Background: an optimization exercise with open tools, aiming at small area. Do not read the settings as production practice. Where RTL was checked, it was by simulation tests only, not by an equivalence proof against the original. The RTL of run 4 was laid out without a check of its function. Power is estimated from default activity; no workload was simulated.

==> design/flow/config.mk <==
export PLATFORM = sky130hd
export DESIGN_NAME = rename_unit
export DESIGN_NICKNAME = rename_unit
export VERILOG_FILES = /design/flow/design.v
export SDC_FILE = /design/flow/constraint.sdc
export NUM_CORES = 4
export LEC_CHECK = 0
export CAP_MARGIN = 20
export CORE_MARGIN = 2
export CORE_UTILIZATION = 62
export CTS_CLUSTER_DIAMETER = 100
export CTS_CLUSTER_SIZE = 24
export SLEW_MARGIN = 20
==> design/flow/design.v <==
package rename_pkg;
	typedef enum logic [3:0] {
		ALU_ADD      = 4'h0,
		ALU_SUB      = 4'h1,
		ALU_AND      = 4'h2,
		ALU_OR       = 4'h3,
		ALU_XOR      = 4'h4,
		ALU_SLT      = 4'h5,
		ALU_SLL      = 4'h6,
		ALU_SRL      = 4'h7,
		ALU_PASS_IMM = 4'h8   
	} alu_op_e;
	typedef enum logic [1:0] {
		MEM_NONE  = 2'b00,
		MEM_READ  = 2'b01,
		MEM_WRITE = 2'b10
	} mem_action_e;
	localparam int IMM_WIDTH = 32;
endpackage
`timescale 1ns/1ps
module free_list #(
	parameter int NUM_ARCH_REGS    = 32,
	parameter int NUM_PHYS_REGS    = 64,
	parameter int INSTR_QUEUE_SIZE = 16
) (
	input  logic                             clk,
	input  logic                             rst_n,
	input  logic                             alloc,
	output logic [$clog2(NUM_PHYS_REGS)-1:0] alloc_tag,
	input  logic                             release_en,
	input  logic [$clog2(NUM_PHYS_REGS)-1:0] release_tag,
	output logic [$clog2(NUM_PHYS_REGS)-1:0] tail_tag
);
	localparam int TAG_W  = $clog2(NUM_PHYS_REGS);
	localparam int DEPTH  = NUM_PHYS_REGS - NUM_ARCH_REGS;
	localparam int PTR_W  = $clog2(DEPTH);
	localparam int INF_W  = $clog2(INSTR_QUEUE_SIZE + 1);
	logic [TAG_W-1:0] ring [DEPTH];
	logic [PTR_W-1:0] released;        
	logic             released_wrap;   
	logic [INF_W-1:0] in_flight;       
	logic [INSTR_QUEUE_SIZE:0] alloc_sel;
	logic [TAG_W-1:0]          alloc_slot;
	logic [PTR_W:0]            alloc_index;
	always_comb begin
		alloc_sel            = '0;
		alloc_sel[in_flight] = 1'b1;
		alloc_slot           = '0;
		for (int i = 0; i <= INSTR_QUEUE_SIZE; i++) begin
			alloc_slot |= {TAG_W{alloc_sel[i]}} & ring[i];
		end
	end
	assign alloc_index = (PTR_W + 1)'(released) + (PTR_W + 1)'(in_flight);
	assign alloc_tag   = (released_wrap || alloc_index[PTR_W]) ? alloc_slot
	                   : TAG_W'(NUM_ARCH_REGS) + TAG_W'(alloc_index[PTR_W-1:0]);
	assign tail_tag    = released_wrap ? ring[0] : TAG_W'(NUM_ARCH_REGS) + TAG_W'(released);
	always_ff @(posedge clk or negedge rst_n) begin
		if (!rst_n) begin
			released      <= '0;
			released_wrap <= 1'b0;
			in_flight     <= '0;
		end else begin
			if (release_en) begin
				released <= released + 1'b1;
				if (released == PTR_W'(DEPTH - 1)) released_wrap <= 1'b1;
			end
			if (alloc && !release_en) in_flight <= in_flight + 1'b1;
			if (release_en && !alloc) in_flight <= in_flight - 1'b1;
		end
	end
	always_ff @(posedge clk) begin
		if (release_en) begin
			for (int i = 0; i < DEPTH - 1; i++) ring[i] <= ring[i + 1];
			ring[DEPTH - 1] <= release_tag;
		end
	end
endmodule
`timescale 1ns/1ps
module rename_map #(
	parameter int NUM_ARCH_REGS = 32,
	parameter int NUM_PHYS_REGS = 64
) (
	input  logic                             clk,
	input  logic                             rst_n,
	input  logic [$clog2(NUM_ARCH_REGS)-1:0] rs_addr,
	input  logic [$clog2(NUM_ARCH_REGS)-1:0] rt_addr,
	input  logic [$clog2(NUM_ARCH_REGS)-1:0] rw_addr,
	output logic [$clog2(NUM_PHYS_REGS)-1:0] rs_tag,
	output logic [$clog2(NUM_PHYS_REGS)-1:0] rt_tag,
	output logic [$clog2(NUM_PHYS_REGS)-1:0] old_tag,
	input  logic                             map_we,
	input  logic [$clog2(NUM_PHYS_REGS)-1:0] map_wtag
);
	localparam int ARCH_W = $clog2(NUM_ARCH_REGS);
	localparam int TAG_W  = $clog2(NUM_PHYS_REGS);
	logic [TAG_W-1:0] map [NUM_ARCH_REGS];
	logic [NUM_ARCH_REGS-1:0] rs_sel, rt_sel, rw_sel;
	always_comb begin
		rs_sel = '0;
		rt_sel = '0;
		rw_sel = '0;
		rs_sel[rs_addr] = 1'b1;
		rt_sel[rt_addr] = 1'b1;
		rw_sel[rw_addr] = 1'b1;
		rs_tag  = '0;
		rt_tag  = '0;
		old_tag = '0;
		for (int i = 1; i < NUM_ARCH_REGS; i++) begin
			rs_tag  |= {TAG_W{rs_sel[i]}} & map[i];
			rt_tag  |= {TAG_W{rt_sel[i]}} & map[i];
			old_tag |= {TAG_W{rw_sel[i]}} & map[i];
		end
	end
	always_ff @(posedge clk or negedge rst_n) begin
		if (!rst_n) begin
			for (int i = 1; i < NUM_ARCH_REGS; i++) begin
				map[i] <= TAG_W'(i);   
			end
		end else begin
			for (int i = 1; i < NUM_ARCH_REGS; i++) begin
				if (map_we && rw_sel[i]) map[i] <= map_wtag;   
			end
		end
	end
endmodule
`timescale 1ns/1ps
module instr_queue #(
	parameter int NUM_PHYS_REGS    = 64,
	parameter int INSTR_QUEUE_SIZE = 16
) (
	input  logic                             clk,
	input  logic                             rst_n,
	input  logic                             push,
	input  rename_pkg::alu_op_e                          ent_alu_op,
	input  rename_pkg::mem_action_e                      ent_mem_action,
	input  logic [rename_pkg::IMM_WIDTH-1:0]             ent_immediate,
	input  logic [$clog2(NUM_PHYS_REGS)-1:0] ent_rs_phys,
	input  logic [$clog2(NUM_PHYS_REGS)-1:0] ent_rt_phys,
	input  logic [$clog2(NUM_PHYS_REGS)-1:0] ent_old_rd_phys,
	input  logic [$clog2(NUM_PHYS_REGS)-1:0] head_rd_tag,
	output logic                             full,
	output logic                             iq_valid,
	input  logic                             iq_ready,
	output rename_pkg::alu_op_e                          iq_alu_op,
	output rename_pkg::mem_action_e                      iq_mem_action,
	output logic [rename_pkg::IMM_WIDTH-1:0]             iq_immediate,
	output logic [$clog2(NUM_PHYS_REGS)-1:0] iq_rs_phys,
	output logic [$clog2(NUM_PHYS_REGS)-1:0] iq_rt_phys,
	output logic [$clog2(NUM_PHYS_REGS)-1:0] iq_rd_phys,
	output logic [$clog2(NUM_PHYS_REGS)-1:0] iq_old_rd_phys,
	output logic                             iq_has_rd,
	output logic                             release_en,
	output logic [$clog2(NUM_PHYS_REGS)-1:0] release_tag
);
	localparam int TAG_W = $clog2(NUM_PHYS_REGS);
	localparam int PTR_W = $clog2(INSTR_QUEUE_SIZE);
	rename_pkg::alu_op_e              q_alu_op      [INSTR_QUEUE_SIZE];
	rename_pkg::mem_action_e          q_mem_action  [INSTR_QUEUE_SIZE];
	logic [rename_pkg::IMM_WIDTH-1:0] q_immediate   [INSTR_QUEUE_SIZE];
	logic [TAG_W-1:0]     q_rs_phys     [INSTR_QUEUE_SIZE];
	logic [TAG_W-1:0]     q_rt_phys     [INSTR_QUEUE_SIZE];
	logic [TAG_W-1:0]     q_old_rd_phys [INSTR_QUEUE_SIZE];
	localparam int CNT_W = $clog2(INSTR_QUEUE_SIZE + 1);
	logic [INSTR_QUEUE_SIZE-1:0] head_sel;   
	logic [PTR_W-1:0]            tail;
	logic [CNT_W-1:0]            count;
	logic                        do_push;
	logic                        do_pop;
	assign full     = (count == CNT_W'(INSTR_QUEUE_SIZE));
	assign iq_valid = (count != '0);
	assign do_push  = push && !full;
	assign do_pop   = iq_valid && iq_ready;
	always_comb begin
		iq_alu_op      = rename_pkg::alu_op_e'('0);
		iq_mem_action  = rename_pkg::mem_action_e'('0);
		iq_immediate   = '0;
		iq_rs_phys     = '0;
		iq_rt_phys     = '0;
		iq_old_rd_phys = '0;
		for (int i = 0; i < INSTR_QUEUE_SIZE; i++) begin
			iq_alu_op      = rename_pkg::alu_op_e'(iq_alu_op | ({4{head_sel[i]}} & q_alu_op[i]));
			iq_mem_action  = rename_pkg::mem_action_e'(iq_mem_action | ({2{head_sel[i]}} & q_mem_action[i]));
			iq_immediate   |= {rename_pkg::IMM_WIDTH{head_sel[i]}} & q_immediate[i];
			iq_rs_phys     |= {TAG_W{head_sel[i]}} & q_rs_phys[i];
			iq_rt_phys     |= {TAG_W{head_sel[i]}} & q_rt_phys[i];
			iq_old_rd_phys |= {TAG_W{head_sel[i]}} & q_old_rd_phys[i];
		end
	end
	assign iq_has_rd  = |iq_old_rd_phys;
	assign iq_rd_phys = iq_has_rd ? head_rd_tag : '0;
	assign release_en  = do_pop && iq_has_rd;
	assign release_tag = iq_old_rd_phys;
	always_ff @(posedge clk) begin
		if (do_push) begin
			q_alu_op[tail]      <= ent_alu_op;
			q_mem_action[tail]  <= ent_mem_action;
			q_immediate[tail]   <= ent_immediate;
			q_rs_phys[tail]     <= ent_rs_phys;
			q_rt_phys[tail]     <= ent_rt_phys;
			q_old_rd_phys[tail] <= ent_old_rd_phys;
		end
	end
	always_ff @(posedge clk or negedge rst_n) begin
		if (!rst_n) begin
			head_sel <= INSTR_QUEUE_SIZE'(1);
			tail     <= '0;
			count    <= '0;
		end else begin
			if (do_push)
				tail <= tail + 1'b1;
			if (do_pop)
				head_sel <= {head_sel[INSTR_QUEUE_SIZE-2:0], head_sel[INSTR_QUEUE_SIZE-1]};
			if (do_push && !do_pop) count <= count + 1'b1;
			if (do_pop && !do_push) count <= count - 1'b1;
		end
	end
endmodule
`timescale 1ns/1ps
module rename_stage #(
	parameter int NUM_ARCH_REGS = 32,
	parameter int NUM_PHYS_REGS = 64
) (
	input  logic                             dec_valid,
	output logic                             dec_ready,
	input  rename_pkg::alu_op_e                          dec_alu_op,
	input  rename_pkg::mem_action_e                      dec_mem_action,
	input  logic [rename_pkg::IMM_WIDTH-1:0]             dec_immediate,
	input  logic                             uses_rs,
	input  logic                             uses_rt,
	input  logic                             uses_rw,
	input  logic [$clog2(NUM_ARCH_REGS)-1:0] rw_addr,
	input  logic [$clog2(NUM_PHYS_REGS)-1:0] rs_tag,
	input  logic [$clog2(NUM_PHYS_REGS)-1:0] rt_tag,
	input  logic [$clog2(NUM_PHYS_REGS)-1:0] old_tag,
	output logic                             map_we,
	output logic [$clog2(NUM_PHYS_REGS)-1:0] map_wtag,
	output logic                             alloc,
	input  logic [$clog2(NUM_PHYS_REGS)-1:0] alloc_tag,
	input  logic                             full,
	output logic                             push,
	output rename_pkg::alu_op_e                          ent_alu_op,
	output rename_pkg::mem_action_e                      ent_mem_action,
	output logic [rename_pkg::IMM_WIDTH-1:0]             ent_immediate,
	output logic [$clog2(NUM_PHYS_REGS)-1:0] ent_rs_phys,
	output logic [$clog2(NUM_PHYS_REGS)-1:0] ent_rt_phys,
	output logic [$clog2(NUM_PHYS_REGS)-1:0] ent_old_rd_phys
);
	logic needs_alloc;
	logic accept;
	assign needs_alloc = uses_rw && (rw_addr != '0);
	assign dec_ready = !full;
	assign accept    = dec_valid && dec_ready;
	assign alloc     = accept && needs_alloc;
	assign map_we    = alloc;
	assign map_wtag  = alloc_tag;
	assign push            = accept;
	assign ent_alu_op      = dec_alu_op;
	assign ent_mem_action  = dec_mem_action;
	assign ent_immediate   = dec_immediate;
	assign ent_rs_phys     = uses_rs ? rs_tag : '0;      
	assign ent_rt_phys     = uses_rt ? rt_tag : '0;
	assign ent_old_rd_phys = needs_alloc ? old_tag : '0;   
endmodule
`timescale 1ns/1ps
module rename_unit #(
	parameter int NUM_ARCH_REGS    = 32,
	parameter int NUM_PHYS_REGS    = 64,
	parameter int INSTR_QUEUE_SIZE = 16
) (
	input  logic                             clk,
	input  logic                             rst_n,
	input  logic                             dec_valid,
	output logic                             dec_ready,
	input  rename_pkg::alu_op_e                          dec_alu_op,
	input  rename_pkg::mem_action_e                      dec_mem_action,
	input  logic [rename_pkg::IMM_WIDTH-1:0]             dec_immediate,
	input  logic                             uses_rs,
	input  logic [$clog2(NUM_ARCH_REGS)-1:0] rs_addr,
	input  logic                             uses_rt,
	input  logic [$clog2(NUM_ARCH_REGS)-1:0] rt_addr,
	input  logic                             uses_rw,
	input  logic [$clog2(NUM_ARCH_REGS)-1:0] rw_addr,
	output logic                             iq_valid,
	input  logic                             iq_ready,
	output rename_pkg::alu_op_e                          iq_alu_op,
	output rename_pkg::mem_action_e                      iq_mem_action,
	output logic [rename_pkg::IMM_WIDTH-1:0]             iq_immediate,
	output logic [$clog2(NUM_PHYS_REGS)-1:0] iq_rs_phys,
	output logic [$clog2(NUM_PHYS_REGS)-1:0] iq_rt_phys,
	output logic [$clog2(NUM_PHYS_REGS)-1:0] iq_rd_phys,
	output logic [$clog2(NUM_PHYS_REGS)-1:0] iq_old_rd_phys,
	output logic                             iq_has_rd
);
	localparam int ARCH_W = $clog2(NUM_ARCH_REGS);
	localparam int TAG_W  = $clog2(NUM_PHYS_REGS);
	logic [TAG_W-1:0]  rs_tag, rt_tag, old_tag;
	logic              map_we;
	logic [TAG_W-1:0]  map_wtag;
	logic              alloc, release_en;
	logic [TAG_W-1:0]  alloc_tag, release_tag, head_rd_tag;
	logic              full, push;
	rename_pkg::alu_op_e           ent_alu_op;
	rename_pkg::mem_action_e       ent_mem_action;
	logic [rename_pkg::IMM_WIDTH-1:0] ent_immediate;
	logic [TAG_W-1:0]  ent_rs_phys, ent_rt_phys, ent_old_rd_phys;
	rename_stage #(.NUM_ARCH_REGS(NUM_ARCH_REGS), .NUM_PHYS_REGS(NUM_PHYS_REGS)) u_stage (
		.dec_valid, .dec_ready, .dec_alu_op, .dec_mem_action, .dec_immediate,
		.uses_rs, .uses_rt, .uses_rw, .rw_addr,
		.rs_tag, .rt_tag, .old_tag, .map_we, .map_wtag,
		.alloc, .alloc_tag,
		.full, .push, .ent_alu_op, .ent_mem_action, .ent_immediate,
		.ent_rs_phys, .ent_rt_phys, .ent_old_rd_phys
	);
	rename_map #(.NUM_ARCH_REGS(NUM_ARCH_REGS), .NUM_PHYS_REGS(NUM_PHYS_REGS)) u_map (
		.clk, .rst_n, .rs_addr, .rt_addr, .rw_addr,
		.rs_tag, .rt_tag, .old_tag, .map_we, .map_wtag
	);
	free_list #(.NUM_ARCH_REGS(NUM_ARCH_REGS), .NUM_PHYS_REGS(NUM_PHYS_REGS),
		.INSTR_QUEUE_SIZE(INSTR_QUEUE_SIZE)) u_free (
		.clk, .rst_n, .alloc, .alloc_tag, .release_en, .release_tag,
		.tail_tag(head_rd_tag)
	);
	instr_queue #(.NUM_PHYS_REGS(NUM_PHYS_REGS), .INSTR_QUEUE_SIZE(INSTR_QUEUE_SIZE)) u_iq (
		.clk, .rst_n, .push, .ent_alu_op, .ent_mem_action, .ent_immediate,
		.ent_rs_phys, .ent_rt_phys, .ent_old_rd_phys, .head_rd_tag,
		.full, .iq_valid, .iq_ready, .iq_alu_op, .iq_mem_action, .iq_immediate,
		.iq_rs_phys, .iq_rt_phys, .iq_rd_phys, .iq_old_rd_phys, .iq_has_rd,
		.release_en, .release_tag
	);
endmodule
==> design/flow/standard.sh <==
#!/bin/bash
# synth_recipe.tcl (not shown) runs the flow's synth.tcl, then flattens the netlist and writes it again
# the make line also repeats each setting of config.mk as NAME=value (left out here)
make -C /OpenROAD-flow-scripts/flow DESIGN_CONFIG=/design/flow/config.mk WORK_HOME=/design/flow/orfs CLKGATE_MAP_FILE= SYNTH_SCRIPT=/design/flow/synth_recipe.tcl "${@:-finish}"
==> design/flow/constraint.sdc <==
create_clock -name core_clock -period 4.5 [get_ports {clk}]
set_input_delay 0.9000 -clock core_clock [delete_from_list [all_inputs] [get_ports {clk}]]
set_output_delay 0.9000 -clock core_clock [all_outputs]
set_load 0.01 [all_outputs]
==> design/flow/flow/run.sh <==
#!/bin/bash
# The standard layout, with two changes: clock tree synthesis inserts no dummy loads, and the
# port buffers are the smallest plain buffer. Each tool's output is logged by ORFS under
# orfs/logs; the make output goes to standard.log here.
set -uo pipefail
bash standard.sh \
  "CTS_ARGS=-sink_clustering_enable -repair_clock_nets -sink_clustering_size 24 -sink_clustering_max_diameter 100 -dont_use_dummy_load" \
  "BUFFER_PORTS_ARGS=-buffer_cell sky130_fd_sc_hd__buf_1" \
  finish > standard.log 2>&1
status=$?
mkdir -p tool_logs
cp -r orfs/logs/. tool_logs/ 2>/dev/null || true
exit $status
==> reports/results.txt, run 1 <==
The flow ran to the end and the layout has no timing, DRC or antenna violations. The logs give 52800 um2 for the netlist area before placement and 110 mm for the detailed placement HPWL. The synthesized design spends more area on one cell type than any other, namely sky130_fd_sc_hd__edfxtp_1.

During synthesis, Yosys emitted a total of 5 warnings. Power spread over the standard cell area amounts to 455 nW/um2. The number of unique standard cell types used by synthesis was 90; the worst-skew pair later-pin latency was 0.71 ns. The largest stage delay on the critical path works out to 0.66 ns. The startpoint identified for the worst register-to-register timing path is u_iq.count[0]. The endpoint identified for the worst register-to-register timing path is u_iq.count[4].

The full die area came out at 87600 um2. Once placement finished, the instance area stood at 55700 um2. The tools report the final layout net count as 3813. Critical-path cell with the highest stage delay: sky130_fd_sc_hd__dfrtp_2. For the via total after detailed routing, the log shows 36400.

The number of cells on the worst reg-to-reg path was 15. After detailed routing, the met3 layer carries 21.8 mm of wire. The post-route DRC violation count is 0, and the wire length on met1 is 62.8 mm. The slew at the pin closest to its max-slew limit was 1.21 ns; the average cell area after synthesis was 14.6 um2. The leakage power came out at 19.4 nW.

The number of setup buffers added after CTS is 0. The number of optimization iterations in the first detailed-route pass came out at 8. The clock passes through at most 3 buffers.

The die height is 296 um. 125 I/O pins were placed. The number of flops mapped to enable cells by yosys is 1088. Cells with a size suffix above 1 make up 11.7% of the layout. The run gives 0.103 ns as the final worst clock skew. The logs give 18.6% for the worst slew slack as a fraction of its limit and 0 for the post-cts gate resize count. The detailed router finished its first iteration with 5292 violations.

Total of buffers placed on input and output ports: 124. Sequential cells were found to cover 72.6% of the synthesized design area. STA puts the critical path data required time at 3.60 ns.

Clock-pin slew was measured on the worst setup and hold paths at 0.09 ns. Once the floorplan was initialized, standard cells occupied 62.3% of the core. The shortest period the worst path allows is 4.26 ns, and the overall track demand over capacity in global routing is 40.5%.

The run gives 3.36 ns as the data arrival at the endpoint of the critical path. Highest fanout seen on the critical path: 19. Setup repair after global routing left no endpoint under its margin. For the number of rows created at floorplan, the log shows 107. After layout, the worst path uses 94.6% of the clock period. The number of global-route vias before repair is 35400, and the number of levels in the clock H-tree is 2.

VDD sags by at most 0.000465 V. The post-synthesis async set-or-reset flop share was 16.9%; the flop and latch count out of synthesis was 1310. The placed cell count is 4796, and the routed length on met2 is 82.3 mm. The number of max-slew violations in the final report came out at 0. The tools report the worst-case register-to-register setup slack as 0.43 ns. The average wire length per cell after detail routing is 36.6 um, and the average via count per standard cell is 7.49. The number of clock buffers added by TritonCTS is 61. The worst hold path belongs to the class in2async. The run gives 197 as the largest net degree at the start of global routing. TritonCTS built the clock tree. The count of placed standard cells in the final layout, fillers left out was 4861. Routability-driven placement finished with a final weighted congestion of 1.10.

The number of antenna violations at the first check in global routing is 8. Category of cells accounting for the largest share of critical-path delay: simple AND/OR/NAND/NOR gates. The layout-stage area growth over the synthesis result came out at 8.33%. The detail route stage leaves a number of antenna-violating nets equal to 0.

The run gives 84700 um2 as the placeable core region. The worst setup path is captured at an output pin. Summed over its instances, the top area cell type makes up 61.8% of the synthesized netlist area. The tools report the total routed wirelength as 178 mm. The critical path class was reg2out.

By area the synthesized netlist is led by sky130_fd_sc_hd__edfxtp_1 62%, sky130_fd_sc_hd__dfrtp_1 6.7%, sky130_fd_sc_hd__a221oi_1 4.3%. The clock tree root buffer cell is sky130_fd_sc_hd__clkbuf_16. The highest clock frequency the design can meet is 235 MHz, and the clock sink count is 1310. The synthesized netlist cell count was 3619. Global-route wire length before repair: 251 mm. The tool flagged a number of max-cap violations equal to 0. Together, buffers and inverters on the worst path number 2. The die width came out at 296 um. The primary flip-flop cell chosen by synthesis mapping is sky130_fd_sc_hd__edfxtp_1.

The category of the worst setup path launch point was a flop. Walking the worst path, the cells encountered are a22o_1 -> a221oi_1 -> nand4_1 -> nor4_1 -> nor3b_4 -> buf_4 -> nor2_1 -> buf_1. Highest signal layer in the routed design: met4. Summing all non-filler instances in the final layout gives an area of 57200 um2.

The number of nets produced by synthesis was 3717. The logs give 0 for the number of hold-slack violations in the final timing report and 0 for the hold-fix buffer count after cts. Global routing finished with a remaining overflow of 0. Number of failing setup endpoints in the final timing report: 0.
==> flip-flops by register name, summed over array words and instances, names as in the netlist <==
signal	count
u_free.released_wrap	1
u_map.map	186
u_iq.q_alu_op	64
u_iq.head_sel	16
u_iq.q_rt_phys	96
u_iq.count	5
u_iq.q_rs_phys	96
u_iq.q_mem_action	32
u_iq.tail	4
u_free.ring	192
u_iq.q_old_rd_phys	96
u_iq.q_immediate	512
u_free.released	5
u_free.in_flight	5
==> cells by family (layout without fill, tap and decap cells) <==
family | after synthesis | count (layout) | synth area share (%)
AND/OR/NAND/NOR | 808 | 808 | 6.92
flip-flops | 1310 | 1310 | 72.6
adder cells (fa/ha/maj) | 38 | 38 | 0.943
multiplexers | 36 | 36 | 0.784
buffers and inverters | 303 | 397 | 2.34
AO/OA/AOI/OAI | 1093 | 1093 | 15.9
other | 0 | 4 | 0
XOR/XNOR | 31 | 31 | 0.514
==> worst register-to-register path, stage by stage, from the launching register on <==
cell and delay, ns:
sky130_fd_sc_hd__dfrtp_1 0.43, sky130_fd_sc_hd__nor4_1 0.69, sky130_fd_sc_hd__nand2b_1 0.47, sky130_fd_sc_hd__nand2_1 0.18, sky130_fd_sc_hd__buf_4 0.30, sky130_fd_sc_hd__clkinv_1 0.12, sky130_fd_sc_hd__buf_4 0.23, sky130_fd_sc_hd__ha_1 0.28
sky130_fd_sc_hd__inv_1 0.11, sky130_fd_sc_hd__fa_1 0.22, sky130_fd_sc_hd__inv_1 0.06, sky130_fd_sc_hd__a21o_1 0.18, sky130_fd_sc_hd__a21oi_1 0.26, sky130_fd_sc_hd__xnor2_1 0.16, sky130_fd_sc_hd__nor2_1 0.07, sky130_fd_sc_hd__xor2_1 0.14
==> stage by stage <==
stage	setup WS, ns	total power [W]	hold slack, ns	setup TNS [ns]	utilization (%)
after global placement	0.243	0.0201	0.401	0	65.7
after detailed placement	0.115	0.0202	0.405	0	65.7
final	0.243	0.0260	0.226	0	67.5
after CTS	0.235	0.0258	0.228	0	67.5
after global routing	0.105	0.0266	0.250	0	67.5
after floorplan	-1.17	0.0177	0.400	-8.80	-
==> report_power, final <==
part / internal (W) / leakage [nW] / switching (W) / total, W
Combinational: 0.00109 / 5.60 / 0.00281 / 0.00391
Sequential: 0.0147 / 13.1 / 0.00169 / 0.0163
Clock: 0.00240 / 0.752 / 0.00339 / 0.00580
==> placed cells by master (no fill, tap or decap), types with 33 or more instances in the layout <==
cell type / n
sky130_fd_sc_hd__edfxtp_1: 1088
sky130_fd_sc_hd__nand2_1: 475
sky130_fd_sc_hd__a221oi_1: 260
sky130_fd_sc_hd__a22o_1: 249
sky130_fd_sc_hd__o21ai_0: 153
sky130_fd_sc_hd__buf_4: 139
sky130_fd_sc_hd__dfrtp_1: 126
sky130_fd_sc_hd__buf_1: 123
sky130_fd_sc_hd__nand3_1: 83
sky130_fd_sc_hd__dfstp_2: 80
sky130_fd_sc_hd__a21oi_1: 75
sky130_fd_sc_hd__nand4_1: 68
sky130_fd_sc_hd__clkbuf_16: 61
sky130_fd_sc_hd__o21ai_1: 53
sky130_fd_sc_hd__a22oi_1: 51
sky130_fd_sc_hd__nor2_1: 46
sky130_fd_sc_hd__a222oi_1: 44
sky130_fd_sc_hd__inv_1: 35
sky130_fd_sc_hd__buf_12: 35
sky130_fd_sc_hd__a31oi_1: 33
sky130_fd_sc_hd__ha_1: 33
==> cells in the mapped netlist, types with 30 or more instances <==
library cell               instances
sky130_fd_sc_hd__a32oi_1          30
sky130_fd_sc_hd__a222oi_1         44
sky130_fd_sc_hd__nor2_1           58
sky130_fd_sc_hd__a31oi_1          33
sky130_fd_sc_hd__nand4_1          68
sky130_fd_sc_hd__o21ai_0         154
sky130_fd_sc_hd__nand2_1         475
sky130_fd_sc_hd__a22oi_1          51
sky130_fd_sc_hd__a21oi_1          75
sky130_fd_sc_hd__a22o_1          249
sky130_fd_sc_hd__edfxtp_1       1088
sky130_fd_sc_hd__nand3_1          83
sky130_fd_sc_hd__inv_1            36
sky130_fd_sc_hd__clkbuf_1        174
sky130_fd_sc_hd__ha_1             35
sky130_fd_sc_hd__buf_1            52
sky130_fd_sc_hd__a221oi_1        260
sky130_fd_sc_hd__o21ai_1          52
sky130_fd_sc_hd__nor3_1           36
sky130_fd_sc_hd__dfrtp_1         141
sky130_fd_sc_hd__o21ai_2          30
sky130_fd_sc_hd__dfstp_2          81
==> final cells by class <==
cell class                      count  area [um2]
Sequential cell                  1310       38400
Fill cell                        5589       27500
Multi-Input combinational cell   2006       13500
Timing Repair Buffer              298        2210
Clock buffer                       61        1530
Tap cell                         1144        1430
Inverter                           38         143
Antenna cell                        4        10.0
==> layer usage <==
metal | up-vias | global-route usage [%]
met4 | 0 | 22.3
met2 | 2920 | 63.1
li1 | 14600 | -
met5 | - | 0
met1 | 18200 | 53.5
met3 | 655 | 8.88
==> worst max-delay path by stage <==
| stage | end | slack [ns] | cells after the start | from |
|---|---|---|---|---|
| after floorplan | u_free.in_flight[4] | -1.17 | 15 | u_iq.head_sel[0] |
| after global routing | iq_rd_phys[3] | 0.10 | 8 | u_iq.head_sel[5] |
| final | iq_rd_phys[1] | 0.24 | 8 | u_iq.head_sel[5] |
| after detailed placement | u_iq.q_old_rd_phys[13][3] | 0.11 | 13 | rw_addr[0] |
| after CTS | iq_rd_phys[1] | 0.24 | 8 | u_iq.head_sel[5] |
| after global placement | u_iq.q_old_rd_phys[10][3] | 0.24 | 13 | rw_addr[0] |
==> run 2, diff against run 1 <==
--- a/design/flow/flow/run.sh
+++ b/design/flow/flow/run.sh
@@ -7,4 +7,5 @@
   "CTS_ARGS=-sink_clustering_enable -repair_clock_nets -sink_clustering_size 24 -sink_clustering_max_diameter 100 -dont_use_dummy_load" \
   "BUFFER_PORTS_ARGS=-buffer_cell sky130_fd_sc_hd__buf_1" \
+  "RECOVER_POWER=100" \
   finish > standard.log 2>&1
 status=$?
==> run 2 against run 1 <==
Now fails the layout checks on max-capacitance violations, max-slew violations. Worst hold slack improved by 0.19 ns. Clock-buffer cell count unchanged. Via count increased by 0.39%. Sequential power about the same. Clock skew increased by 0.00084 ns.
==> reports/results.txt, run 2 <==
The worst register-to-register path begins at u_iq.count[0]. The run gives 5182 (-2.1%) as the DRC violation total after the first TritonRoute iteration. The logs give 0.115 ns (unchanged) for the pre-CTS worst setup slack and 3 (unchanged) for the maximum clock path buffer count.

The largest net degree at the start of global routing is 197 (unchanged). The proportion of netlist area held by the largest area contributor works out to 61.8% (unchanged). The number of warnings reported in the yosys synthesis log is 5 (unchanged).

The slew at the pin closest to its max-slew limit was 1.94 ns (+0.725 ns); the netlist area before placement was 52800 um2 (unchanged). The worst-case register-to-register setup slack is 0.29 ns (-0.14 ns). The tools report the number of routed nets with antenna violations as 0 (unchanged).

The number of hold-slack violations in the final timing report was 0 (unchanged). The run gives 72.6% (unchanged) as the proportion of synthesized chip area in sequential cells. The clock transition at the register clock pins on the worst setup and hold paths after CTS works out to 0.09 ns (about the same).

The final worst clock skew was 0.104 ns (+0.000837 ns). The tools report the placeable core region as 84700 um2 (unchanged). The data arrival at the endpoint of the critical path was 4.84 ns (+1.48 ns); the highest clock frequency the design can meet was 230 MHz (-2.0%).

The tools report the total negative setup slack as 0 ns (unchanged). In this run the critical register-to-register path is captured at u_map.map[8][1]. For the global-route wire length before repair, the log shows 251 mm (unchanged). The run finished, with violations left.

Nature of the critical path endpoint: a flop. Post-synthesis async set-or-reset flop share: 16.9% (unchanged). The logs give 61 (unchanged) for the number of buffers created by CTS and 8 (unchanged) for the number of antenna violations at the first check in global routing.

The clock sink count came out at 1310 (unchanged). The largest registers in the layout are u_iq.q_immediate (512), u_free.ring (192), u_map.map (186). The post-route DRC violation count came out at 0 (unchanged). Largest area contributor in the netlist: sky130_fd_sc_hd__edfxtp_1.

The run gives 8.88% (unchanged) as the met3 demand-to-capacity share in global routing. The number of levels in the clock H-tree was 2 (unchanged). In this run the most used layer during global routing was met2.

The average wire length per cell after detail routing works out to 36.6 um (about the same). The full die area was 87600 um2 (unchanged). The power density normalized to cell area was 456 nW/um2 (+0.18%). TritonCTS built the clock tree. The tools report the required time at the endpoint of the critical path as 4.99 ns (+1.39 ns). In the post-synthesis netlist, the biggest area contributors are sky130_fd_sc_hd__edfxtp_1 62%, sky130_fd_sc_hd__dfrtp_1 6.7%, sky130_fd_sc_hd__a221oi_1 4.3%.

For this run, the leading register cell type out of synthesis is sky130_fd_sc_hd__edfxtp_1. The post-CTS repair timing setup buffer count was 0 (unchanged). The number of cells on the worst reg-to-reg path works out to 8 (-7).

Ranked by instance count, the synthesized netlist is headed by 1088 x sky130_fd_sc_hd__edfxtp_1, 475 x sky130_fd_sc_hd__nand2_1, 260 x sky130_fd_sc_hd__a221oi_1. In this run the worst setup path begins at rw_addr[0]. The most frequently used cell type in the post-synthesis netlist is sky130_fd_sc_hd__edfxtp_1.

The flip-flop count of the largest register after layout came out at 512 (unchanged). The clock tree root buffer cell was sky130_fd_sc_hd__clkbuf_16. Hold-fix buffer count after cts: 0 (unchanged).

The library cells used most frequently in the layout, excluding fill and tap cells, are 1088 x sky130_fd_sc_hd__edfxtp_1, 475 x sky130_fd_sc_hd__nand2_1, 260 x sky130_fd_sc_hd__a221oi_1. The max-cap violation count was 6 (+6); the total of buffers placed on input and output ports was 124 (unchanged). The run gives 0 (unchanged) as the total congestion overflow. The critical path is of the in2reg type.

The worst hold-check path type is reg2reg. Number of failing setup endpoints in the final timing report: 0 (unchanged). The final cycle utilization of the critical path came out at 96.5% (+1.9 points). The number of max-slew violations in the final report is 355 (+355), and the die width is 296 um (unchanged).

Number of unique standard cell types used by synthesis: 90 (unchanged). The tools report the fraction of met1 tracks used by global routing as 53.5% (unchanged). The synthesized netlist cell count was 3619 (unchanged). In this run the layout check failures are max-capacitance violations, max-slew violations. Category of the worst setup path launch point: an input port.

The number of I/O pins is 125 (unchanged), and the shortest period the worst path allows is 4.34 ns (+0.0865 ns). The worst path setup slack after routing was 0.157 ns (-0.0865 ns). The logs give 0.71 ns (about the same) for the worst-skew pair later-pin latency and 10 (+2) for the number of optimization iterations in the first detailed-route pass.

The worst slew slack as a fraction of its limit was -29.1% (-48 points). The average cell area after synthesis was 14.6 um2 (unchanged). Number of global-route vias before repair: 35400 (unchanged).

Ranked by flip-flop count, first place goes to u_iq.q_immediate. The flop and latch count out of synthesis was 1310 (unchanged). End point of the most critical hold path: u_free.ring[22][4].

The overall track demand over capacity in global routing was 40.5% (unchanged); the via total after detailed routing was 36600 (+0.39%). The highest fanout seen on the critical path is 17 (-2), and the post-cts gate resize count is 0 (unchanged). Average via count per standard cell: 7.52 (+0.37%). Number of nets produced by synthesis: 3717 (unchanged). The number of flops mapped to enable cells by yosys was 1088 (unchanged); the effective utilization at floorplan was 62.3% (unchanged). The startpoint identified for the worst hold timing path is u_free.ring[23][4].

Counting instances, the worst hold path has a depth of 0. The layout cell share with drive strength beyond 1 works out to 10.3% (-1.5 points). The detailed placement HPWL was 110 mm (unchanged).

For the weighted congestion at the end of routability-driven global placement, the log shows 1.10 (unchanged). For the total design power, the log shows 0.0258 W (-0.76%). The number of rows created at floorplan is 107 (unchanged). Total routed wirelength: 178 mm (about the same). Maximum vdd drop: 0.000463 V (-0.41%). The die height was 296 um (unchanged); the final layout net count was 3813 (unchanged).

Setup repair after global routing left no endpoint under its margin. The commonest non-fill, non-tap cell in the layout was sky130_fd_sc_hd__edfxtp_1. The final core utilization was 66.9% (-0.64 points); the routing usage on met2 was 63.1% (unchanged). For the leakage power, the log shows 19.2 nW (-1.1%). The area growth from synthesis to layout is 7.30%.
==> run 2: layout make-up <==
class,count,area [um2]
well taps,1144,1430
fillers,5700,28100
multi-input cells,2006,13300
diodes,5,12.5
repair buffers,298,1890
flip-flops and latches,1310,38400
clock buffers,61,1530
inverters,38,143
==> run 2: worst max path at each step <==
stage | end | slack, ns | cells after the start
3_5_place_dp | u_iq.q_old_rd_phys[13][3] | 0.11 | 13
4_1_cts | iq_rd_phys[1] | 0.24 | 8
3_3_place_gp | u_iq.q_old_rd_phys[10][3] | 0.24 | 13
6_report | u_iq.q_old_rd_phys[8][3] | 0.16 | 13
2_1_floorplan | u_free.in_flight[4] | -1.17 | 15
5_1_grt | u_iq.q_old_rd_phys[0][3] | 0.05 | 13
==> run 2: power by group <==
part,leakage (nW),total [W],internal (W),switching (W)
sequential,13.1,0.0163,0.0147,0.00168
combinational,5.38,0.00370,0.000973,0.00273
clock,0.752,0.00580,0.00240,0.00339
total,19.2,0.0258,0.0180,0.00780
==> run 2: stage by stage <==
stage	area [um2]	hold slack [ns]	cells
6_report	56700	0.419	4862
2_1_floorplan	52900	0.400	3619
4_1_cts	57200	0.228	4857
3_5_place_dp	55700	0.405	4796
3_3_place_gp	55700	0.401	4796
5_1_grt	56700	0.431	4858
==> run 2: metal layers <==
metal,up-vias,share of wire [%]
li1,14600,-
met4,0,6.2
met2,3023,46
met5,-,0
met1,18300,36
met3,658,12
==> run 2: kinds of logic (layout without fill, tap and decap cells) <==
family	after synthesis	in the layout	share of synthesized area [%]
other	0	5	0
AO/OA/AOI/OAI	1093	1093	15.9
AND/OR/NAND/NOR	808	808	6.92
buffers and inverters	303	397	2.34
XOR/XNOR	31	31	0.514
multiplexers	36	36	0.784
flip-flops	1310	1310	72.6
adder cells (fa/ha/maj)	38	38	0.943
==> run 2: worst max-delay path, stage by stage <==
cell and delay, ns:
sky130_fd_sc_hd__clkbuf_1 0.23, sky130_fd_sc_hd__inv_1 0.13, sky130_fd_sc_hd__ha_1 0.29, sky130_fd_sc_hd__xnor2_1 1.17, sky130_fd_sc_hd__buf_4 0.44, sky130_fd_sc_hd__and2_0 0.42
sky130_fd_sc_hd__buf_4 0.21, sky130_fd_sc_hd__a22oi_1 0.06, sky130_fd_sc_hd__a21boi_0 0.16, sky130_fd_sc_hd__a211o_1 0.13, sky130_fd_sc_hd__nor3_1 0.04, sky130_fd_sc_hd__a31oi_1 0.37
sky130_fd_sc_hd__buf_4 0.29
==> run 3, diff against run 2 <==
--- a/design/flow/flow/run.sh
+++ b/design/flow/flow/run.sh
@@ -7,5 +7,4 @@
   "CTS_ARGS=-sink_clustering_enable -repair_clock_nets -sink_clustering_size 24 -sink_clustering_max_diameter 100 -dont_use_dummy_load" \
   "BUFFER_PORTS_ARGS=-buffer_cell sky130_fd_sc_hd__buf_1" \
-  "RECOVER_POWER=100" \
   finish > standard.log 2>&1
 status=$?
--- a/design/flow/config.mk
+++ b/design/flow/config.mk
@@ -8,5 +8,5 @@
 export CAP_MARGIN = 20
 export CORE_MARGIN = 2
-export CORE_UTILIZATION = 62
+export CORE_UTILIZATION = 68
 export CTS_CLUSTER_DIAMETER = 100
 export CTS_CLUSTER_SIZE = 24
==> run 3 against run 2 <==
The run now finishes clean. Clock-buffer cell count is 7 higher. Sequential power hardly changed. Register-to-register slack worse by 0.06 ns. First-iteration DRC count is 46% higher. Core utilization is 7.7 points higher. Largest cell class unchanged.
==> reports/results.txt, run 3 <==
The slew at the pin closest to its max-slew limit is 1.11 ns (-0.824 ns). The layout-stage area growth over the synthesis result works out to 9.04%. The largest total area in the synthesized netlist belongs to sky130_fd_sc_hd__edfxtp_1. The via total after detailed routing came out at 39200 (+7.2%). The post-synthesis async set-or-reset flop share works out to 16.9% (unchanged). The run gives 3 (unchanged) as the maximum clock path buffer count. The number of global-route vias before repair was 37500 (+6.0%); the number of warnings reported in the yosys synthesis log was 5 (unchanged). The average cell area after synthesis was 14.6 um2 (unchanged). The final cycle utilization of the critical path works out to 97.9% (+1.4 points).

For the worst slew slack as a fraction of its limit, the log shows 25.8% (+55 points). The worst setup path is of the reg2out kind. The logs give 77200 um2 (-8.9%) for the placeable core region and 49.1% (+8.7 points) for the overall track demand over capacity in global routing. The final worst clock skew came out at 0.125 ns (+0.0212 ns). The netlist area before placement is 52800 um2 (unchanged). The data arrival at the endpoint of the critical path was 3.50 ns (-1.34 ns); the leakage power was 19.7 nW (+2.7%). The number of max-slew violations in the final report is 0 (-100%), and the number of levels in the clock H-tree is 3 (+1). The flop and latch count out of synthesis works out to 1310 (unchanged). The logs give 74.6% (+7.7 points) for the final core utilization and 102 (-4.7%) for the number of rows created at floorplan. The weighted congestion at the end of routability-driven global placement was 1.06 (-3.5%); the full die area was 79900 um2 (-8.7%). The primary flip-flop cell chosen by synthesis mapping is sky130_fd_sc_hd__edfxtp_1. For the largest net degree at the start of global routing, the log shows 197 (unchanged).

For the proportion of synthesized chip area in sequential cells, the log shows 72.6% (unchanged). The worst-case register-to-register setup slack came out at 0.23 ns (-0.06 ns). The number of routed nets with antenna violations is 0 (unchanged), and the flip-flop count of the largest register after layout is 512 (unchanged).

The run gives 0.0950 ns (-0.0617 ns) as the worst path setup slack after routing. The layout cell share with drive strength beyond 1 came out at 12.9% (+2.6 points). The tools report the clock sink count as 1310 (unchanged). The highest fanout seen on the critical path was 17 (unchanged); the effective utilization at floorplan was 68.4% (+6.1 points).

The proportion of netlist area held by the largest area contributor came out at 61.8% (unchanged). Pre-CTS worst setup slack: 0.132 ns (+0.0174 ns). By area the synthesized netlist is led by sky130_fd_sc_hd__edfxtp_1 62%, sky130_fd_sc_hd__dfrtp_1 6.7%, sky130_fd_sc_hd__a221oi_1 4.3%. The required time at the endpoint of the critical path is 3.60 ns (-1.39 ns). The average via count per standard cell is 8.15 (+8.4%), and the power density normalized to cell area is 463 nW/um2 (+1.4%). In the layout the commonest cells are 1088 x sky130_fd_sc_hd__edfxtp_1, 475 x sky130_fd_sc_hd__nand2_1, 260 x sky130_fd_sc_hd__a221oi_1. The global-route wire length before repair is 274 mm (+9.5%), and the die height is 283 um (-4.5%). The run finished with no timing, DRC or antenna violations. Counting flops per register, the top entry is u_iq.q_immediate. The hold-fix buffer count after cts is 0 (unchanged), and the total design power is 0.0266 W (+3.1%). Worst-skew pair later-pin latency: 0.69 ns (-0.02 ns). The final layout net count was 3863 (+1.3%); the clock transition at the register clock pins on the worst setup and hold paths after CTS was 0.09 ns (about the same). sky130_fd_sc_hd__edfxtp_1 is the most common cell in the netlist.

The max-cap violation count was 0 (-6); the number of hold-slack violations in the final timing report was 0 (unchanged). Synthesized netlist cell count: 3619 (unchanged). The die width came out at 283 um (-4.5%). Average wire length per cell after detail routing: 40.7 um (+11%).

TritonCTS built the clock tree. The nature of the critical path endpoint was an output pin. The total congestion overflow came out at 0 (unchanged). Number of buffers created by CTS: 68 (+11%). The maximum vdd drop came out at 0.000571 V (+23%). Number of optimization iterations in the first detailed-route pass: 8 (-2). The post-route DRC violation count was 0 (unchanged). The total routed wirelength is 195 mm (+10%), and the number of failing setup endpoints in the final timing report is 0 (unchanged). Clock tree synthesis selected as its root buffer the cell sky130_fd_sc_hd__clkbuf_16. DRC violation total after the first TritonRoute iteration: 7588 (+46%). The tools report the total negative setup slack as 0 ns (unchanged). The library cell used most frequently in the layout, excluding fill and tap cells, is sky130_fd_sc_hd__edfxtp_1. The shortest period the worst path allows was 4.40 ns (+0.0617 ns); the detailed placement HPWL was 115 mm (+4.5%). Highest clock frequency the design can meet: 227 MHz (-1.4%). The number of unique standard cell types used by synthesis is 90 (unchanged). The commonest cells after synthesis are 1088 x sky130_fd_sc_hd__edfxtp_1, 475 x sky130_fd_sc_hd__nand2_1, 260 x sky130_fd_sc_hd__a221oi_1. The worst hold-check path type is in2async.

The largest registers in the layout are u_iq.q_immediate (512), u_free.ring (192), u_map.map (186). The number of flops mapped to enable cells by yosys is 1088 (unchanged). For the number of I/O pins, the log shows 125 (unchanged). The number of antenna violations at the first check in global routing is 5 (-3). The tools report the category of the worst setup path launch point as a flop. The number of nets produced by synthesis was 3717 (unchanged); the total of buffers placed on input and output ports was 124 (unchanged).
## run 3: what timing repair did
item | CTS | global route
setup endpoints to repair | 0 | 7
gates resized for setup | 0 | 1
setup buffers | 0 | 1
## run 3: report_power, final
group	internal, W	switching [W]
logic	0.00116	0.00297
clock network	0.00271	0.00367
registers	0.0147	0.00147
total	0.0185	0.00811
## run 3: worst max-delay path, cell delays in order, from the launching register on
cell and delay, ns:
sky130_fd_sc_hd__dfrtp_2 0.63, sky130_fd_sc_hd__a22o_1 0.31, sky130_fd_sc_hd__a221oi_1 0.38, sky130_fd_sc_hd__nand4_1 0.32
sky130_fd_sc_hd__nor4_1 0.36, sky130_fd_sc_hd__nor3b_4 0.36, sky130_fd_sc_hd__buf_4 0.28, sky130_fd_sc_hd__nor2_1 0.08
sky130_fd_sc_hd__buf_1 0.13
## run 3: area by class of cell
class	count	area, um2
sequential	1310	38300
inverter	38	143
timing repair buffer	341	2560
clock buffer	68	1700
antenna	2	5.00
tap	1040	1300
fill	4185	19600
multi-input combinational	2006	13500
## run 3: cells by family after synthesis
kind of cell / Yosys count / share of synthesized area [%]
buffers and inverters: 303 / 2.34
adders and majority gates: 38 / 0.943
xor gates and xnor gates: 31 / 0.514
DFF: 1310 / 72.6
and+or+nand+nor: 808 / 6.92
AOI/OAI and AO/OA: 1093 / 15.9
muxes: 36 / 0.784
## run 3: routing by layer
metal	routed length, um	part of all wire (%)	up-vias	track usage, %
met5	34	0.017	-	0
met4	17800	9.1	4	32.3
met3	29400	15	1189	14.6
met2	87700	45	4711	75.7
met1	60600	31	18600	61.2
li1	-	-	14700	-
## run 3: through the flow
stage | std cells | hold slack [ns] | cell area (um2)
global placement | 4734 | 0.401 | 55900
detailed placement | 4734 | 0.405 | 55900
finish | 4805 | 0.380 | 57600
CTS | 4802 | 0.394 | 57600
floorplan | 3619 | 0.400 | 52900
global route | 4803 | 0.404 | 57600
## run 3: worst paths after layout
| check | start | end | depth (start not counted) |
|---|---|---|---|
| max | u_iq.head_sel[15] | iq_rd_phys[0] | 8 |
| min | rst_n | u_map.map[1][1] | 1 |
| max reg2reg | u_free.in_flight[0] | u_map.map[24][5] | 9 |
| min reg2reg | u_free.ring[23][1] | u_free.ring[22][1] | 0 |
| max in group asynchronous | rst_n | u_map.map[7][1] | 2 |
| min in group core_clock | u_free.ring[23][1] | u_free.ring[22][1] | 0 |
==> run 4, diff against run 3 <==
--- a/design/flow/design.v
+++ b/design/flow/design.v
@@ -83,4 +83,7 @@
 	input  logic                             clk,
 	input  logic                             rst_n,
+	input  logic                             uses_rs,
+	input  logic                             uses_rt,
+	input  logic                             uses_rw,
 	input  logic [$clog2(NUM_ARCH_REGS)-1:0] rs_addr,
 	input  logic [$clog2(NUM_ARCH_REGS)-1:0] rt_addr,
@@ -100,7 +103,7 @@
 		rt_sel = '0;
 		rw_sel = '0;
-		rs_sel[rs_addr] = 1'b1;
-		rt_sel[rt_addr] = 1'b1;
-		rw_sel[rw_addr] = 1'b1;
+		rs_sel[rs_addr] = uses_rs;
+		rt_sel[rt_addr] = uses_rt;
+		rw_sel[rw_addr] = uses_rw;
 		rs_tag  = '0;
 		rt_tag  = '0;
@@ -258,7 +261,7 @@
 	assign ent_mem_action  = dec_mem_action;
 	assign ent_immediate   = dec_immediate;
-	assign ent_rs_phys     = uses_rs ? rs_tag : '0;      
-	assign ent_rt_phys     = uses_rt ? rt_tag : '0;
-	assign ent_old_rd_phys = needs_alloc ? old_tag : '0;   
+	assign ent_rs_phys     = rs_tag;    
+	assign ent_rt_phys     = rt_tag;
+	assign ent_old_rd_phys = old_tag;   
 endmodule
 `timescale 1ns/1ps
@@ -313,5 +316,5 @@
 	);
 	rename_map #(.NUM_ARCH_REGS(NUM_ARCH_REGS), .NUM_PHYS_REGS(NUM_PHYS_REGS)) u_map (
-		.clk, .rst_n, .rs_addr, .rt_addr, .rw_addr,
+		.clk, .rst_n, .uses_rs, .uses_rt, .uses_rw, .rs_addr, .rt_addr, .rw_addr,
 		.rs_tag, .rt_tag, .old_tag, .map_we, .map_wtag
 	);
--- a/design/flow/config.mk
+++ b/design/flow/config.mk
@@ -8,5 +8,5 @@
 export CAP_MARGIN = 20
 export CORE_MARGIN = 2
-export CORE_UTILIZATION = 68
+export CORE_UTILIZATION = 62
 export CTS_CLUSTER_DIAMETER = 100
 export CTS_CLUSTER_SIZE = 24
==> run 4 against run 3 <==
Synthesized cell count fell by 2.6%. Die area rose by 9.0%. Fmax rose by 4.1%. Non-clock buffer count decreased by 10. Via count fell by 6.7%. Worst setup slack better by 0.17 ns. Largest cell class unchanged. Global-route usage is 7.0 points lower. Flip-flop and latch count unchanged. Synthesized area down 0.51%. Power is 6.4% lower. Still clean.
==> reports/results.txt, run 4 <==
The flow ran to the end and the layout has no timing, DRC or antenna violations. The overall track demand over capacity in global routing is 42.1% (-7.0 points). In the final layout, the registers with the most flip-flops are u_iq.q_immediate (512), u_free.ring (192), u_map.map (186). The startpoint identified for the worst register-to-register timing path is u_free.in_flight[1]. The total number of cells along the worst setup path was 9 (+1).

The flip-flop count of the largest register after layout is 512 (unchanged). The proportion of netlist area held by the largest area contributor was 62.2% (+0.32 points); the total routed wirelength was 183 mm (-6.2%). The first element of the critical path was u_free.in_flight[1]. The number of global-route vias before repair is 34700 (-7.5%).

Total of buffers placed on input and output ports: 124 (unchanged). The shortest period the worst path allows was 4.23 ns (-0.172 ns). For the total congestion overflow, the log shows 0 (unchanged). Largest stage delay on the critical path: 0.69 ns (+0.06 ns). The number of levels in the clock H-tree was 3 (unchanged). By count the netlist is led by 1088 x sky130_fd_sc_hd__edfxtp_1, 411 x sky130_fd_sc_hd__nand2_1, 252 x sky130_fd_sc_hd__a22o_1.

The largest area contributor in the netlist is sky130_fd_sc_hd__edfxtp_1. The netlist area before placement is 52600 um2 (-0.51%), and the number of antenna violations at the first check in global routing is 10 (+5). The tools report the maximum vdd drop as 0.000490 V (-14%).

In this run the worst hold path is classified as in2async. The max-cap violation count was 0 (unchanged). The adder and majority gate portion of the synthesized area is 0.733% (-0.21 points). The average cell area after synthesis was 14.9 um2 (+2.1%); the placeable core region was 83800 um2 (+8.6%). The number of optimization iterations in the first detailed-route pass was 9 (+1); the average wire length per cell after detail routing was 38.0 um (-6.5%). STA classifies the critical path endpoint as a flop.

Detailed placement HPWL: 116 mm (+0.87%). The weighted congestion at the end of routability-driven global placement is 1.09 (+3.1%), and the post-cts gate resize count is 0 (unchanged). The number of warnings reported in the yosys synthesis log came out at 5 (unchanged). Synthesized netlist cell count: 3526 (-2.6%). The tools report the clock tree root buffer cell as sky130_fd_sc_hd__clkbuf_16. After synthesis, the cell types taking the most area are sky130_fd_sc_hd__edfxtp_1 62%, sky130_fd_sc_hd__dfrtp_1 6.7%, sky130_fd_sc_hd__a22o_1 4.2%.

The cell that appears most often on the critical path is sky130_fd_sc_hd__o21ai_0. The power density normalized to cell area works out to 435 nW/um2 (-5.9%). The number of unique standard cell types used by synthesis came out at 78 (-13%). The DRC violation total after the first TritonRoute iteration came out at 6022 (-21%). The via total after detailed routing was 36600 (-6.7%); the register cell area after layout was 38400 um2 (about the same).

The layout cell share with drive strength beyond 1 was 13.1% (+0.25 points). For the maximum clock path buffer count, the log shows 3 (unchanged). For the number of max-slew violations in the final report, the log shows 0 (unchanged). For the effective utilization at floorplan, the log shows 62.7% (-5.7 points). For the count of placed standard cells in the final layout, fillers left out, the log shows 4822 (+0.35%). Critical-path cell with the highest stage delay: sky130_fd_sc_hd__dfrtp_1. For this run, the leading register cell type out of synthesis is sky130_fd_sc_hd__edfxtp_1.

The flop and latch count out of synthesis works out to 1310 (unchanged). The placed cell count was 4751 (+0.36%); the worst-case register-to-register setup slack was 0.27 ns (+0.04 ns). The post-CTS repair timing setup buffer count was 0 (unchanged); the hold-fix buffer count after cts was 0 (unchanged). The global-route wire length before repair came out at 258 mm (-5.9%). The number of hold-slack violations in the final timing report came out at 0 (unchanged).

The cell family contributing the most delay on the critical path is compound AO/OA/AOI/OAI gates. The number of routed nets with antenna violations was 0 (unchanged); the number of I/O pins was 125 (unchanged). The final layout net count was 3774 (-2.3%); the full die area was 87100 um2 (+9.0%). Highest clock frequency the design can meet: 236 MHz (+4.1%). For the number of failing setup endpoints in the final timing report, the log shows 0 (unchanged). The top cell types in the final layout, fill and taps aside, are 1088 x sky130_fd_sc_hd__edfxtp_1, 411 x sky130_fd_sc_hd__nand2_1, 252 x sky130_fd_sc_hd__a22o_1.

The signal on the critical path passes through inv_1 -> ha_1 -> nor2b_1 -> a21oi_1 -> o21ai_0 -> a311o_1 -> or4_1 -> o21ai_4 -> o21ai_0. The number of buffers created by CTS came out at 66 (-2.9%). Proportion of synthesized chip area in sequential cells: 72.9% (+0.37 points). The slew at the pin closest to its max-slew limit is 1.19 ns (+0.0800 ns), and the number of rows created at floorplan is 106 (+3.9%).

The number of flops mapped to enable cells by yosys is 1088 (unchanged). The tools report the post-route DRC violation count as 0 (unchanged). STA classifies the critical path startpoint as a flop. The critical path is of the reg2reg type. The highest fanout seen on the critical path is 31 (+14). The run gives 4.69 ns (+1.19 ns) as the data arrival at the endpoint of the critical path. The die width is 295 um (+4.4%), and the multi-input logic area is 13500 um2 (-0.64%).

The total buffers and inverters traversed by the critical path is 1 (-1). Average via count per standard cell: 7.58 (-7.0%). The endpoint identified for the worst register-to-register timing path is u_map.map[4][4]. u_iq.q_immediate holds more flip-flops than any other register. The worst hold margin is 0.355 ns (-0.0254 ns).

The XOR/XNOR share of the synthesized area is 0.481% (-0.033 points). The number of cells on the worst reg-to-reg path came out at 9 (unchanged). The area share of and/or/nand/nor cells after synthesis works out to 6.57% (-0.35 points).

The clock sink count was 1310 (unchanged); the worst slew slack as a fraction of its limit was 19.8% (-5.9 points). Combinational family with the most area after synthesis: compound AO/OA/AOI/OAI gates. For the number of nets produced by synthesis, the log shows 3615 (-2.7%). The clock transition at the register clock pins on the worst setup and hold paths after CTS is 0.10 ns (about the same).

The most frequently used cell type in the post-synthesis netlist is sky130_fd_sc_hd__edfxtp_1. The largest net degree at the start of global routing was 197 (unchanged). The layout-stage area growth over the synthesis result was 9.05% (about the same). The number of inserted filler cells in the final layout is 5338 (+28%). For the final worst clock skew, the log shows 0.0851 ns (-0.0400 ns). The post-synthesis async set-or-reset flop share works out to 16.9% (unchanged). The post-synthesis compound-gate area fraction is 14.6% (-1.3 points). In this run the worst setup path terminates at u_map.map[4][4].

The leakage power was 19.4 nW (-1.6%); the required time at the endpoint of the critical path was 4.95 ns (+1.35 ns). Die height: 295 um (+4.4%). TritonCTS built the clock tree. The multiplexer area fraction after synthesis came out at 2.58% (+1.8 points). The worst-skew pair later-pin latency was 0.68 ns (about the same); the final core utilization was 68.4% (-6.2 points).

Leaving out fill and tap cells, the most frequent cell in the layout is sky130_fd_sc_hd__edfxtp_1. The final cycle utilization of the critical path is 94.1% (-3.8 points). Setup repair after global routing left no endpoint under its margin.
[run 4: worst register-to-register path, cell delays in order (launching register included)]
cell                      delay, ns
sky130_fd_sc_hd__dfrtp_1       0.69
sky130_fd_sc_hd__inv_1         0.31
sky130_fd_sc_hd__ha_1          0.42
sky130_fd_sc_hd__nor2b_1       0.25
sky130_fd_sc_hd__a21oi_1       0.29
sky130_fd_sc_hd__o21ai_0       0.30
sky130_fd_sc_hd__a311o_1       0.43
sky130_fd_sc_hd__or4_1         0.63
sky130_fd_sc_hd__o21ai_4       0.46
sky130_fd_sc_hd__o21ai_0       0.28
[run 4: how the worst min path moves through the flow]
stage                            start                 end  slack, ns  cells past startpoint
floorplan           u_free.ring[17][0]  u_free.ring[16][0]       0.40                      0
detailed placement  u_free.ring[24][1]  u_free.ring[23][1]       0.40                      0
CTS                              rst_n    u_map.map[19][5]       0.36                      1
global placement    u_free.ring[27][5]  u_free.ring[26][5]       0.40                      0
finish                           rst_n    u_map.map[19][5]       0.35                      1
global route                     rst_n    u_map.map[19][5]       0.39                      1
[run 4: layout make-up]
type / count / area share, %
repair buffers: 331 / 3.98
well taps: 1134 / 2.48
diodes: 5 / 0.0218
flip-flops and latches: 1310 / 67.0
multi-input cells: 1945 / 23.5
inverters: 31 / 0.203
clock buffers: 66 / 2.88
[run 4: through the flow]
stage | setup slack, ns | TNS (ns) | power, W | cell area [um2]
finish | 0.267 | 0 | 0.0249 | 57300
CTS | 0.373 | 0 | 0.0248 | 57300
global placement | 0.200 | 0 | 0.0186 | 55600
floorplan | -1.32 | -31.51 | 0.0168 | 52600
global route | 0.171 | 0 | 0.0254 | 57300
detailed placement | 0.289 | 0 | 0.0188 | 55600
[run 4: kinds of logic (layout without fill, tap and decap cells)]
logic type | count (synthesis) | in the layout
AOI/OAI and AO/OA | 1010 | 1010
xor gates and xnor gates | 28 | 28
adders and majority gates | 29 | 29
buffers and inverters | 271 | 428
DFF | 1310 | 1310
muxes | 116 | 116
other | 0 | 5
and+or+nand+nor | 762 | 762
[run 4: power by group]
| part | total (W) | switching [W] | internal, W |
|---|---|---|---|
| clock network | 0.00619 | 0.00356 | 0.00263 |
| logic | 0.00344 | 0.00255 | 0.000897 |
| registers | 0.0153 | 0.000999 | 0.0143 |
[run 4: metal layers]
layer / track usage (%) / share of wire [%]
met1: 55.5 / 35
met2: 66.8 / 46
met3: 8.86 / 12
met4: 22.1 / 6.6
met5: 0.610 / 0.063
==> run 5, diff against run 4 <==
--- a/design/flow/design.v
+++ b/design/flow/design.v
@@ -83,7 +83,4 @@
 	input  logic                             clk,
 	input  logic                             rst_n,
-	input  logic                             uses_rs,
-	input  logic                             uses_rt,
-	input  logic                             uses_rw,
 	input  logic [$clog2(NUM_ARCH_REGS)-1:0] rs_addr,
 	input  logic [$clog2(NUM_ARCH_REGS)-1:0] rt_addr,
@@ -103,7 +100,7 @@
 		rt_sel = '0;
 		rw_sel = '0;
-		rs_sel[rs_addr] = uses_rs;
-		rt_sel[rt_addr] = uses_rt;
-		rw_sel[rw_addr] = uses_rw;
+		rs_sel[rs_addr] = 1'b1;
+		rt_sel[rt_addr] = 1'b1;
+		rw_sel[rw_addr] = 1'b1;
 		rs_tag  = '0;
 		rt_tag  = '0;
@@ -261,7 +258,7 @@
 	assign ent_mem_action  = dec_mem_action;
 	assign ent_immediate   = dec_immediate;
-	assign ent_rs_phys     = rs_tag;    
-	assign ent_rt_phys     = rt_tag;
-	assign ent_old_rd_phys = old_tag;   
+	assign ent_rs_phys     = uses_rs ? rs_tag : '0;      
+	assign ent_rt_phys     = uses_rt ? rt_tag : '0;
+	assign ent_old_rd_phys = needs_alloc ? old_tag : '0;   
 endmodule
 `timescale 1ns/1ps
@@ -316,5 +313,5 @@
 	);
 	rename_map #(.NUM_ARCH_REGS(NUM_ARCH_REGS), .NUM_PHYS_REGS(NUM_PHYS_REGS)) u_map (
-		.clk, .rst_n, .uses_rs, .uses_rt, .uses_rw, .rs_addr, .rt_addr, .rw_addr,
+		.clk, .rst_n, .rs_addr, .rt_addr, .rw_addr,
 		.rs_tag, .rt_tag, .old_tag, .map_we, .map_wtag
 	);
--- a/design/flow/flow/run.sh
+++ b/design/flow/flow/run.sh
@@ -7,4 +7,6 @@
   "CTS_ARGS=-sink_clustering_enable -repair_clock_nets -sink_clustering_size 24 -sink_clustering_max_diameter 100 -dont_use_dummy_load" \
   "BUFFER_PORTS_ARGS=-buffer_cell sky130_fd_sc_hd__buf_1" \
+  "RECOVER_POWER=100" \
+  "POST_GLOBAL_ROUTE_TCL=$(pwd)/flow/post_grt.tcl" \
   finish > standard.log 2>&1
 status=$?
==> design/flow/flow/post_grt.tcl (new file) <==
# After power recovery has downsized gates, repair any max-slew and max-capacitance
# violations it left, then legalize and reroute the nets it touched.
global_route -start_incremental
repair_design -slew_margin 20 -cap_margin 20 -verbose
detailed_placement
global_route -end_incremental
estimate_parasitics -global_routing
==> run 5 against run 4 <==
Largest cell class unchanged. Power grew 3.7%. Via count shrank 0.65%. Routed wire length shrank 3.0%. Global-route usage shrank 1.7 points. Largest power group unchanged. Synthesized area grew 0.51%.
==> reports/results.txt, run 5 <==
For the required time at the endpoint of the critical path, the log shows 3.60 ns (-1.35 ns). Of all cell types, the one taking the most synthesized area is sky130_fd_sc_hd__edfxtp_1. STA classifies the critical path startpoint as a flop.

Sorting the synthesized cells by area gives the leading types as sky130_fd_sc_hd__edfxtp_1 62%, sky130_fd_sc_hd__dfrtp_1 6.7%, sky130_fd_sc_hd__a221oi_1 4.3%. The top cell types in the final layout, fill and taps aside, are 1088 x sky130_fd_sc_hd__edfxtp_1, 475 x sky130_fd_sc_hd__nand2_1, 260 x sky130_fd_sc_hd__a221oi_1. For the count of placed standard cells in the final layout, fillers left out, the log shows 4869 (+0.97%).

The worst path setup slack after routing is 0.277 ns (+0.0104 ns). The area growth from synthesis to layout is 7.71%. The logs give 3717 (+2.8%) for the number of nets produced by synthesis and 0.115 ns (-0.174 ns) for the pre-CTS worst setup slack. The total design power came out at 0.0259 W (+3.7%). The highest fanout seen on the critical path is 19 (-39%). The tools report the nature of the critical path endpoint as an output pin.

The number of levels in the clock H-tree came out at 2 (-1). Flop and latch count out of synthesis: 1310 (unchanged). The post-route cell area came out at 56900 um2 (-0.72%). The largest net degree at the start of global routing is 197 (unchanged), and the post-synthesis async set-or-reset flop share is 16.9% (unchanged).

The average wire length per cell after detail routing works out to 36.5 um (-3.9%). Worst slew slack as a fraction of its limit: 20.2% (+0.37 points). The total of buffers placed on input and output ports came out at 124 (unchanged). Die width: 296 um (+0.25%).

The maximum vdd drop came out at 0.000470 V (-4.1%). The flip-flop count of the largest register after layout is 512 (unchanged). The logs give 4796 (+0.95%) for the placed cell count and 0 (unchanged) for the number of max-slew violations in the final report. After synthesis, the most frequently instantiated cells are 1088 x sky130_fd_sc_hd__edfxtp_1, 475 x sky130_fd_sc_hd__nand2_1, 260 x sky130_fd_sc_hd__a221oi_1. The slew at the pin closest to its max-slew limit came out at 1.20 ns (+0.00361 ns).

The primary flip-flop cell chosen by synthesis mapping was sky130_fd_sc_hd__edfxtp_1. The most frequently used cell type in the post-synthesis netlist is sky130_fd_sc_hd__edfxtp_1. The number of failing setup endpoints in the final timing report is 0 (unchanged).

The min-delay analysis places its worst path in the category in2async. The maximum clock path buffer count is 3 (unchanged), and the shortest period the worst path allows is 4.22 ns (-0.0104 ns). The worst setup path is of the reg2out kind. The power density normalized to cell area was 455 nW/um2 (+4.5%); the number of unique standard cell types used by synthesis was 90 (+15%).

The proportion of netlist area held by the largest area contributor is 61.8% (-0.32 points), and the layout cell share with drive strength beyond 1 is 10.6% (-2.6 points). The logs give 3.32 ns (-1.37 ns) for the data arrival at the endpoint of the critical path and 0 (unchanged) for the total congestion overflow. The number of optimization iterations in the first detailed-route pass was 9 (unchanged). Clock tree synthesis selected as its root buffer the cell sky130_fd_sc_hd__clkbuf_16. Global-route wire length before repair: 251 mm (-2.9%).

The placed standard-cell area is 55700 um2 (about the same), and the DRC violation total after the first TritonRoute iteration is 5138 (-15%). The full die area was 87600 um2 (+0.51%). For the total routed wirelength, the log shows 178 mm (-3.0%). The final worst clock skew came out at 0.104 ns (+0.0190 ns). TritonCTS built the clock tree. The leakage power was 19.3 nW (-0.58%). The run gives 72.6% (-0.37 points) as the proportion of synthesized chip area in sequential cells.

Detailed placement HPWL: 110 mm (-5.1%). The die height was 296 um (+0.25%). For the register cell area after layout, the log shows 38400 um2 (about the same).

Counting flops per register, the top entry is u_iq.q_immediate. The run gives 107 (+0.94%) as the number of rows created at floorplan. For the number of inserted filler cells in the final layout, the log shows 5680 (+6.4%).

The final layout net count was 3821 (+1.2%); the average via count per standard cell was 7.46 (-1.6%). For the synthesized netlist cell count, the log shows 3619 (+2.6%). The post-cts gate resize count is 0 (unchanged), and the effective utilization at floorplan is 62.3% (-0.37 points).

The number of flops mapped to enable cells by yosys was 1088 (unchanged); the final cycle utilization of the critical path was 93.8% (-0.23 points). The flow ran to the end and the layout has no timing, DRC or antenna violations. The overall track demand over capacity in global routing was 40.5% (-1.7 points). For the number of routed nets with antenna violations, the log shows 0 (unchanged). For the number of hold-slack violations in the final timing report, the log shows 0 (unchanged).

The max-cap violation count was 0 (unchanged); the average cell area after synthesis was 14.6 um2 (-2.1%).
-- run 5: changes by cell type in the layout (fill, tap and decap cells not counted), sizes merged, moves of 17 or more --
cell	previous run	this run
nand2	411	475
clkbuf	67	136
o21ai	212	236
nor2	80	61
a221oi	243	260
buf	330	231
a32oi	11	31
mux2	46	13
mux2i	59	20
-- run 5: cell type report --
| class | instances | share of cell area [%] |
|---|---|---|
| sequential | 1310 | 67.4 |
| multi-input combinational | 2006 | 23.5 |
| timing repair buffer | 306 | 3.64 |
| clock buffer | 61 | 2.68 |
| tap | 1144 | 2.52 |
| inverter | 38 | 0.251 |
| antenna | 4 | 0.0176 |
-- run 5: critical path, stage by stage (launching register included) --
cell and delay (ns):
sky130_fd_sc_hd__dfrtp_2 0.66, sky130_fd_sc_hd__a22o_1 0.31, sky130_fd_sc_hd__a221oi_1 0.25, sky130_fd_sc_hd__nand4_1 0.33, sky130_fd_sc_hd__nor4_1 0.36, sky130_fd_sc_hd__nor3b_1 0.27, sky130_fd_sc_hd__buf_4 0.26, sky130_fd_sc_hd__nor2_1 0.08
sky130_fd_sc_hd__buf_1 0.14
-- run 5: path summary, 6_finish.rpt --
| path | depth (start not counted) | slack (ns) | from | to |
|---|---|---|---|---|
| worst max-delay path | 8 | 0.28 | u_iq.head_sel[5] | iq_rd_phys[1] |
| max in group asynchronous | 3 | 3.04 | rst_n | u_iq.head_sel[9] |
| min in group core_clock | 0 | 0.42 | u_free.ring[23][4] | u_free.ring[22][4] |
| worst max register to register | 9 | 0.47 | u_free.in_flight[0] | u_map.map[27][5] |
| worst min register to register | 0 | 0.42 | u_free.ring[23][4] | u_free.ring[22][4] |
| worst min-delay path | 1 | 0.08 | rst_n | u_map.map[18][2] |
-- run 5: logic make-up (layout without fill, tap and decap cells) --
logic type | Yosys count | in the layout | synth area share, %
buffers and inverters | 303 | 405 | 2.34
xor gates and xnor gates | 31 | 31 | 0.514
DFF | 1310 | 1310 | 72.6
AOI/OAI and AO/OA | 1093 | 1093 | 15.9
other | 0 | 4 | 0
and+or+nand+nor | 808 | 808 | 6.92
muxes | 36 | 36 | 0.784
adders and majority gates | 38 | 38 | 0.943
-- run 5: power breakdown --
| group | total (W) | leakage (nW) | switching (W) | internal (W) |
|---|---|---|---|---|
| logic | 0.00373 | 5.48 | 0.00273 | 0.00100 |
| registers | 0.0163 | 13.1 | 0.00169 | 0.0147 |
| clock network | 0.00579 | 0.752 | 0.00339 | 0.00240 |
-- run 5: routing by layer --
metal	wire (um)	track usage [%]	vias to the layer above
li1	-	-	14600
met1	63400	53.5	18200
met2	82300	63.1	2866
met3	21300	8.88	639
met4	10900	22.3	4
met5	30	0	-
-- run 5: metrics by stage --
step / hold WS, ns / util, % / TNS (ns)
after floorplan: 0.400 / - / -8.80
after global placement: 0.401 / 65.7 / 0
after detailed placement: 0.405 / 65.7 / 0
after CTS: 0.228 / 67.5 / 0
final: 0.0833 / 67.1 / 0
